What follows belongs to an exercise in optimizing a design on an open flow for small area, a short achievable clock period and few clock cycles; a production flow would make more cautious choices.

==> 09-03 <==
## timer_event_queue_top
module timer_event_queue_top #(
	parameter int QUEUE_DEPTH  = 16,
	parameter int HANDLE_WIDTH = 8,
	parameter int TIME_WIDTH   = 48
) (
	input  logic                    clk,
	input  logic                    arst_n,
	input  logic                    in_valid,
	output logic                    in_ready,
	input  logic [1:0]              mode,
	input  logic [TIME_WIDTH-1:0]   due_time,
	input  logic [HANDLE_WIDTH-1:0] event_handle,
	input  logic [TIME_WIDTH-1:0]   clock_reading,
	output logic                    out_valid,
	input  logic                    out_ready,
	output logic [2:0]              kind,
	output logic [HANDLE_WIDTH-1:0] fired_handle,
	output logic [TIME_WIDTH-1:0]   fire_time,
	output logic [TIME_WIDTH-1:0]   tick_gap,
	output logic [63:0]             total_elapsed,
	output logic                    last,
	input  logic                    cfg_valid,
	output logic                    cfg_ready,
	input  logic [TIME_WIDTH-1:0]   cfg_data
);
==> flow/config.mk <==
export PLATFORM = sky130hd
export DESIGN_NAME = timer_event_queue_top
export DESIGN_NICKNAME = timer_event_queue_top
export VERILOG_FILES = /design/flow/design.v
export SDC_FILE = /design/flow/constraint.sdc
export NUM_CORES = 4
export LEC_CHECK = 0
export CAP_MARGIN = 35
export CORE_MARGIN = 2
export CORE_UTILIZATION = 35
export SETUP_SLACK_MARGIN = 3.5
export SLEW_MARGIN = 30
export TNS_END_PERCENT = 0
==> flow/constraint.sdc <==
create_clock -name core_clock -period 7.0 [get_ports {clk}]
set_input_delay 1.4000 -clock core_clock [delete_from_list [all_inputs] [get_ports {clk}]]
set_output_delay 1.4000 -clock core_clock [all_outputs]
set_load 0.01 [all_outputs]
run.sh (not shown) runs the stock make flow with config.mk's settings and CLKGATE_MAP_FILE= SYNTH_SCRIPT=/design/flow/synth_recipe.tcl, a recipe that flattens the netlist after the stock synthesis.
==> inputs of 07-27, as changes to 09-03 <==
--- a/flow/design.v
+++ b/flow/design.v
@@ -187,14 +187,18 @@
 	input  logic                    cfg_valid,
 	output logic                    cfg_ready,
 	input  logic [TIME_WIDTH-1:0]   cfg_data
 );
 	localparam int TW = TIME_WIDTH;
 	localparam int HW = HANDLE_WIDTH;
 	localparam int QD = QUEUE_DEPTH;
+	logic          h_v_q;
+	logic [1:0]    h_mode_q;
+	logic [TW-1:0] h_val_q;
+	logic [HW-1:0] h_hdl_q;
 	logic          s_v_q;
 	logic [1:0]    s_mode_q;
 	logic [TW-1:0] s_val_q;
 	logic [HW-1:0] s_hdl_q;
 	logic          x_v_q;
 	logic [1:0]    x_mode_q;
 	logic [TW-1:0] x_val_q;
@@ -227,17 +231,17 @@
 	logic [TW-1:0] in_val;
 	logic [1:0]    n_mode;
 	logic [TW-1:0] n_val;
 	logic [HW-1:0] n_hdl;
 	assign acc     = in_valid && !s_v_q && (mode != 2'd3);
 	assign in_mode = mode;
 	assign in_val  = (mode == teq_pkg::MODE_SCHEDULE) ? due_time : clock_reading;
-	assign n_mode  = s_v_q ? s_mode_q : in_mode;
-	assign n_val   = s_v_q ? s_val_q  : in_val;
-	assign n_hdl   = s_v_q ? s_hdl_q  : event_handle;
+	assign n_mode  = h_mode_q;
+	assign n_val   = h_val_q;
+	assign n_hdl   = h_hdl_q;
 	teq_row #(
 		.QUEUE_DEPTH (QD),
 		.TIME_WIDTH  (TW),
 		.HANDLE_WIDTH(HW)
 	) u_row (
 		.clk        (clk),
 		.arst_n     (arst_n),
@@ -344,14 +348,15 @@
 		end else begin
 			past_nx = n_le_t;
 		end
 	end
 	assign keep_shift = pop ? {1'b0, x_keep_q[QD-1:1]} : x_keep_q;
 	always_ff @(posedge clk or negedge arst_n) begin
 		if (!arst_n) begin
+			h_v_q  <= 1'b0;
 			s_v_q  <= 1'b0;
 			x_v_q  <= 1'b0;
 			o_v_q  <= 1'b0;
 			t_q    <= '0;
 			t0_q   <= '0;
 			g_q    <= '0;
 			e_q    <= '0;
@@ -360,19 +365,21 @@
 			pend_q <= 1'b0;
 		end else begin
 			if (cfg_valid) begin
 				p_q <= cfg_data;
 			end
 			pend_q <= cfg_valid;
 			if (x_free) begin
+				x_v_q <= h_v_q;
+			end
+			if (x_free || !h_v_q) begin
 				if (s_v_q) begin
-					x_v_q <= 1'b1;
 					s_v_q <= 1'b0;
 				end else begin
-					x_v_q <= acc;
+					h_v_q <= acc;
 				end
 			end else if (acc) begin
 				s_v_q <= 1'b1;
 			end
 			if (adv) begin
 				o_v_q <= 1'b1;
 			end else if (out_ready) begin
@@ -412,14 +419,25 @@
 			x_past_q  <= past_nx;
 		end else begin
 			if (adv) begin
 				x_first_q <= 1'b0;
 			end
 			x_keep_q <= keep_shift;
 		end
+		if (x_free || !h_v_q) begin
+			if (s_v_q) begin
+				h_mode_q <= s_mode_q;
+				h_val_q  <= s_val_q;
+				h_hdl_q  <= s_hdl_q;
+			end else begin
+				h_mode_q <= in_mode;
+				h_val_q  <= in_val;
+				h_hdl_q  <= event_handle;
+			end
+		end
 		if (!s_v_q) begin
 			s_mode_q <= in_mode;
 			s_val_q  <= in_val;
 			s_hdl_q  <= event_handle;
 		end
 		if (adv) begin
 			o_last_q <= 1'b1;
- CORE_UTILIZATION: 35 -> 45
- SETUP_SLACK_MARGIN: 3.5 -> 4.5
==> flow_metrics.tcl <==
set metrics [dict create \
    run_status "complete, no violations" \
    slew_headroom_pct 34.2 \
    fraction_of_standard_cell_area_in_multi_input_logic_pct 49.4 \
    postLayoutCoreUtil_pct 51.8 \
]
(the above is from 07-27)
==> flow_metrics.tcl <==
set metrics [dict create \
    num_antenna_cells 9 \
    fraction_of_standard_cell_area_in_multi_input_logic_pct 49.5 \
    grt_util_met3_pct 3.73 \
    postLayoutCoreUtil_pct 41.0 \
    r2r_start "s_v_q" \
    run_status "complete, no violations" \
    maxUsedRoutingLayer "met4" \
    slew_headroom_pct 29.7 \
    post-layout-total-power_mw 48.5 \
]
(the above is from 09-03)
Function was not checked in any run of this note: the RTL went through the layout flow alone.

-- port drivers added, routing unchanged --
How much do the figures lean on ideal ports? The routed layouts below were timed once more, with nothing changed but the port constraints.
Step 1 assumes that a clkbuf_16 drives the clock port and a buf_2 every other input.
Step 2 times the ports against the registers' clock, not the clock port: input delays grow and output delays shrink by t, the midpoint of the rising clock arrivals with the driver on.
Slacks: ideal ports / drivers / drivers and shift; pairs: ideal ports / drivers.
| run | t (ns) | slack for setup (ns) | hold WS [ns] | worst register clock-pin slew, ns | worst data-port slew with drivers (ns) |
|---|---|---|---|---|---|
| 09-03 | 0.935 | 2.266 / 1.942 / 1.006 | 0.473 / 0.459 / 0.473 | 0.06 / 0.06 | 0.63 |
| 07-27 | 0.944 | 2.952 / 2.952 / 2.231 | 0.419 / 0.419 / 0.419 | 0.07 / 0.07 | 0.08 |
After both steps setup and hold are still met in every run listed. For 09-03, which loses most, drivers alone change the setup slack by -0.324 ns; drivers and shift together by -1.260 ns.
